Context: an optimization exercise on an open-source flow, tuned for small area, a short achievable clock period and few clock cycles per item. The choices shown serve that exercise and are no tape-out recipe. Function was checked by simulation only, so behaviour that the tests miss may differ from the original. No activity file was given, so power comes from the tool's default toggle rates.

Design conv_requant_packer, start of the top module:
module conv_requant_packer #(
  parameter int DATA_WIDTH = 8,
  parameter int ACC_WIDTH  = 32,
  parameter int BUS_WIDTH  = 128,
  parameter int ADDR_WIDTH = 18
) (
  input  logic                  clk,
  input  logic                  rst,
  input  logic                  start,
  input  logic [ADDR_WIDTH-1:0] cfg_base_addr,
  input  logic [15:0]           cfg_scale,
  input  logic [4:0]            cfg_shift,
  input  logic [1:0]            cfg_act_mode,
  input  logic [DATA_WIDTH-1:0] cfg_clip_max,
  output logic                  busy,
  output logic                  done,
  input  logic                  in_valid,
  output logic                  in_ready,
  input  logic [ACC_WIDTH-1:0]  in_acc,
  input  logic [ACC_WIDTH-1:0]  in_bias,
  input  logic                  in_last,
  output logic                  out_valid,
  input  logic                  out_ready,
  output logic [ADDR_WIDTH-1:0] out_addr,
  output logic [BUS_WIDTH-1:0]  out_data,
  output logic                  out_last,
  output logic [15:0]           sat_count
);
clock: 7.5 ns
lec_check: 0
abc_area: 1
cap_margin: 20
core_margin: 2
core_utilization: 40
gpl_routability_driven: 0
setup_slack_margin: 3.8
slew_margin: 20
synth_hierarchical: 1
synth_minimum_keep_size: 0
standard.sh (not shown) runs the stock make flow with config.mk's settings and CLKGATE_MAP_FILE= SYNTH_SCRIPT=/design/flow/synth_recipe.tcl, a recipe that flattens the netlist after the stock synthesis.
==> flow/flow/run.sh <==
#!/bin/bash
set -euo pipefail
export BUFFER_PORTS_ARGS="-buffer_cell sky130_fd_sc_hd__buf_1"
bash standard.sh "BUFFER_PORTS_ARGS=$BUFFER_PORTS_ARGS" finish > flow_make.log 2>&1
Testbench counts at the start, summed over its fixed seeds: cycles 9,487, items 9,247.
Change:
--- a/flow/design.v
+++ b/flow/design.v
@@ -1510,18 +1510,25 @@
     act_val = q_val;
     if (cfg_mode_q == 2'b01 || cfg_mode_q == 2'b10) begin
       if (q_val[7]) act_val = '0;
       if (cfg_mode_q == 2'b10 && act_val > cfg_clip_q) act_val = cfg_clip_q;
     end
   end
   assign wr        = s3_valid_q & adv;
   assign word_done = (idx_q == IDX_W'(LANES - 1)) | s3_last_q;
   assign zbyte     = (idx_q == '0) ? 8'd0 : act_val;
+  logic [ADDR_WIDTH-1:0] addr_inc;
+  logic [ADDR_WIDTH:0]   addr_c;
+  assign addr_c[0] = 1'b1;
+  for (genvar i = 0; i < ADDR_WIDTH; i++) begin : g_addr_inc
+    assign addr_inc[i] = addr_q[i] ^ addr_c[i];
+    assign addr_c[i+1] = addr_q[i] & addr_c[i];
+  end
   always_ff @(posedge clk) begin
     if (rst) begin
       busy_q      <= 1'b0;
       run_q       <= 1'b0;
       s1_valid_q  <= 1'b0;
       s2_valid_q  <= 1'b0;
       s3_valid_q  <= 1'b0;
       out_valid_q <= 1'b0;
       idx_q       <= '0;
@@ -1550,42 +1557,48 @@
       cfg_onen_q  <= ~enc_one;
       cfg_twon_q  <= ~enc_two;
       cfg_neg_q   <= enc_neg;
       cfg_top_q   <= cfg_scale[15];
       cfg_shift_q <= cfg_shift;
       cfg_mode_q  <= cfg_act_mode;
       cfg_clip_q  <= cfg_clip_max;
     end
     if (start_ok)    addr_q <= cfg_base_addr;
-    else if (out_hs) addr_q <= addr_q + ADDR_WIDTH'(1);
+    else if (out_hs) addr_q <= addr_inc;
     if (adv) begin
       s1_bn_q   <= ~acc_sat;
       s1_last_q <= in_last;
       s2_a_q    <= ma;
       s2_c_q    <= mb;
       s2_last_q <= s1_last_q;
       s3_t_q    <= t10;
       s3_hi_q   <= hi_ok;
       s3_neg_q  <= p[PROD_W-1];
       s3_last_q <= s2_last_q;
     end
     if (wr && word_done) out_last_q <= s3_last_q;
     if (wr && idx_q == '0) word_q[DATA_WIDTH-1:0] <= act_val;
     for (int l = 1; l < LANES; l++) begin
       if (wr && (idx_q == IDX_W'(l) || idx_q == '0))
         word_q[l*DATA_WIDTH +: DATA_WIDTH] <= zbyte;
     end
   end
-  logic [15:0] sat_cnt_q;
+  logic [15:0] sat_cnt_q, sat_inc;
+  logic [16:0] sat_c;
+  assign sat_c[0] = 1'b1;
+  for (genvar i = 0; i < 16; i++) begin : g_sat_inc
+    assign sat_inc[i]  = sat_cnt_q[i] ^ sat_c[i];
+    assign sat_c[i+1]  = sat_cnt_q[i] & sat_c[i];
+  end
   always_ff @(posedge clk) begin
     if (rst)                                          sat_cnt_q <= '0;
     else if (start_ok)                                sat_cnt_q <= '0;
-    else if (wr && sat && sat_cnt_q != 16'hFFFF) sat_cnt_q <= sat_cnt_q + 16'd1;
+    else if (wr && sat && !sat_c[16]) sat_cnt_q <= sat_inc;   
   end
   assign sat_count = sat_cnt_q;
 endmodule
 module rq_fa (input logic a, b, c, output logic s, co);
   assign s  = a ^ b ^ c;
   assign co = (a & b) | (a & c) | (b & c);
 endmodule
 module rq_ha (input logic a, b, output logic s, co);
   assign s  = a ^ b;
Sequential power is about the same. Global-route usage drops by 0.19 points. Cell area increases by 0.34%. Setup slack is better by 0.015 ns. Final cell count drops by 1.6%. Worst hold slack gains 0.014 ns. Count of clock-buffer cells in the layout falls by 2.
Testbench counts after the change, summed over its fixed seeds: cycles 9,487, items 9,247.

========
Setup of xenon:
Another version of the RTL of conv_requant_packer (not shown whole).
Size: roughly 2700 cells after synthesis, ~290 I/O pins.
export LEC_CHECK = 0
export ABC_AREA = 1
export CAP_MARGIN = 20
export CORE_MARGIN = 2
export CORE_UTILIZATION = 40
export GPL_ROUTABILITY_DRIVEN = 0
export SETUP_SLACK_MARGIN = 3.8
export SLEW_MARGIN = 20
export SYNTH_HIERARCHICAL = 1
export SYNTH_MINIMUM_KEEP_SIZE = 0
create_clock -name core_clock -period 7.5 [get_ports {clk}]
Scripts as last shown in full above: flow/flow/run.sh
Testbench counts of xenon, summed over its fixed seeds: cycles 9,487, items 9,247.
Setup changes, xenon to fjord
diff --git a/flow/design.v b/flow/design.v
--- a/flow/design.v
+++ b/flow/design.v
@@ -1482,35 +1482,45 @@
   assign cp_c[45] = cp_G87;
   assign cp_c[46] = cp_G65;
   assign cp_c[47] = cp_G88;
   assign cp_c[48] = cp_G47;
   assign cp_s = cp_p ^ cp_c[47:0];
   logic [PROD_W-1:0] p;
   logic [PROD_W:0]   p2;
   logic [24:0]       sh16;
   logic [16:0]       sh8;
   logic [12:0]       sh4;
   logic [10:0]       sh2;
-  logic [39:0]       hmask;
+  logic [39:0]       dd;
+  logic [23:0]       o16;
+  logic [15:0]       o8;
+  logic [11:0]       o4;
+  logic [9:0]        o2;
+  logic [8:0]        o1;
   logic              hi_ok;
   logic [9:0]        t10;
   always_comb begin
     p     = cp_s;
     p2    = {p, 1'b0};
     sh16  = cfg_shift_q[4] ? p2[40:16] : p2[24:0];
     sh8   = cfg_shift_q[3] ? sh16[24:8] : sh16[16:0];
     sh4   = cfg_shift_q[2] ? sh8[16:4]  : sh8[12:0];
     sh2   = cfg_shift_q[1] ? sh4[12:2]  : sh4[10:0];
     t10   = cfg_shift_q[0] ? sh2[10:1]  : sh2[9:0];
-    for (int i = 0; i < 40; i++) hmask[i] = (i >= 32'(cfg_shift_q));
-    hi_ok = ~|((p[PROD_W-1:8] ^ {40{p[PROD_W-1]}}) & hmask);
+    dd    = p[PROD_W-1:8] ^ {40{p[PROD_W-1]}};
+    o16   = cfg_shift_q[4] ? dd[39:16] : {8'd0, dd[15] | (|dd[39:16]), dd[14:0]};
+    o8    = cfg_shift_q[3] ? o16[23:8] : {8'd0, o16[7] | (|o16[23:8]), o16[6:0]};
+    o4    = cfg_shift_q[2] ? o8[15:4]  : {8'd0, o8[3] | (|o8[15:4]), o8[2:0]};
+    o2    = cfg_shift_q[1] ? o4[11:2]  : {8'd0, o4[1] | (|o4[11:2]), o4[0]};
+    o1    = cfg_shift_q[0] ? o2[9:1]   : {8'd0, o2[0] | (|o2[9:1])};
+    hi_ok = ~|o1;
   end
   logic [10:0]       u;
   logic              sat;
   logic signed [7:0] q_val, act_val;
   logic [7:0]        zbyte;
   always_comb begin
     u   = {s3_t_q[9], s3_t_q} + 11'd1;
     sat = ~s3_hi_q | (u[10] != u[9]) | (u[9] != u[8]);
     if (sat) q_val = s3_neg_q ? 8'sh80 : 8'sh7f;
     else     q_val = u[8:1];
     act_val = q_val;
==> results.txt <==
Changes observed in fjord relative to xenon: hold slack essentially unchanged; sum of routed wire length over all layers decreased 5.0%. Per the comparison of fjord with xenon, worst setup slack now larger, total power down 0.69 mW, maximum ir drop on the vdd rail has increased. Per the final summary, fjord finished and its layout is clean on timing, DRC and antenna.
Testbench counts of fjord, summed over its fixed seeds: cycles 9,487, items 9,247.

afterwards: timing with drivers on the ports:
The flow's constraints put no driver on any port. The routed layouts listed below were extracted and timed again, unchanged, in two steps.
Step 1 (the two cells are an assumption about what drives the block):
set clk [get_ports {clk}]
set_driving_cell -lib_cell sky130_fd_sc_hd__clkbuf_16 $clk
set_driving_cell -lib_cell sky130_fd_sc_hd__buf_2 [delete_from_list [all_inputs] $clk]
Step 2 adds t to the input delays and takes it off the output delays; t is the mean of the earliest and latest rising clock arrival at the registers after step 1. Input paths then give back, and output paths get back, about the clock's delay inside the block.
a / b / c = no drivers / after step 1 / after step 2; a / b = the first two.
run | shift t [ns] | slack for setup (ns) | hold WS [ns] | worst slew at a driven data input, ns
the first run of note 1 | 0.633 | 3.862 / 3.854 / 3.509 | 0.403 / 0.403 / 0.403 | 0.08
the second run of note 1 | 0.627 | 3.877 / 3.877 / 3.474 | 0.417 / 0.417 / 0.417 | 0.08
xenon | 0.636 | 3.797 / 3.797 / 3.477 | 0.419 / 0.419 / 0.419 | 0.07
fjord | 0.627 | 3.828 / 3.828 / 3.498 | 0.418 / 0.418 / 0.418 | 0.08
After both steps setup and hold are still met in every run listed. The setup slack of the second run of note 1, which loses most, moves by 0.000 ns with the drivers and by -0.403 ns with both steps.
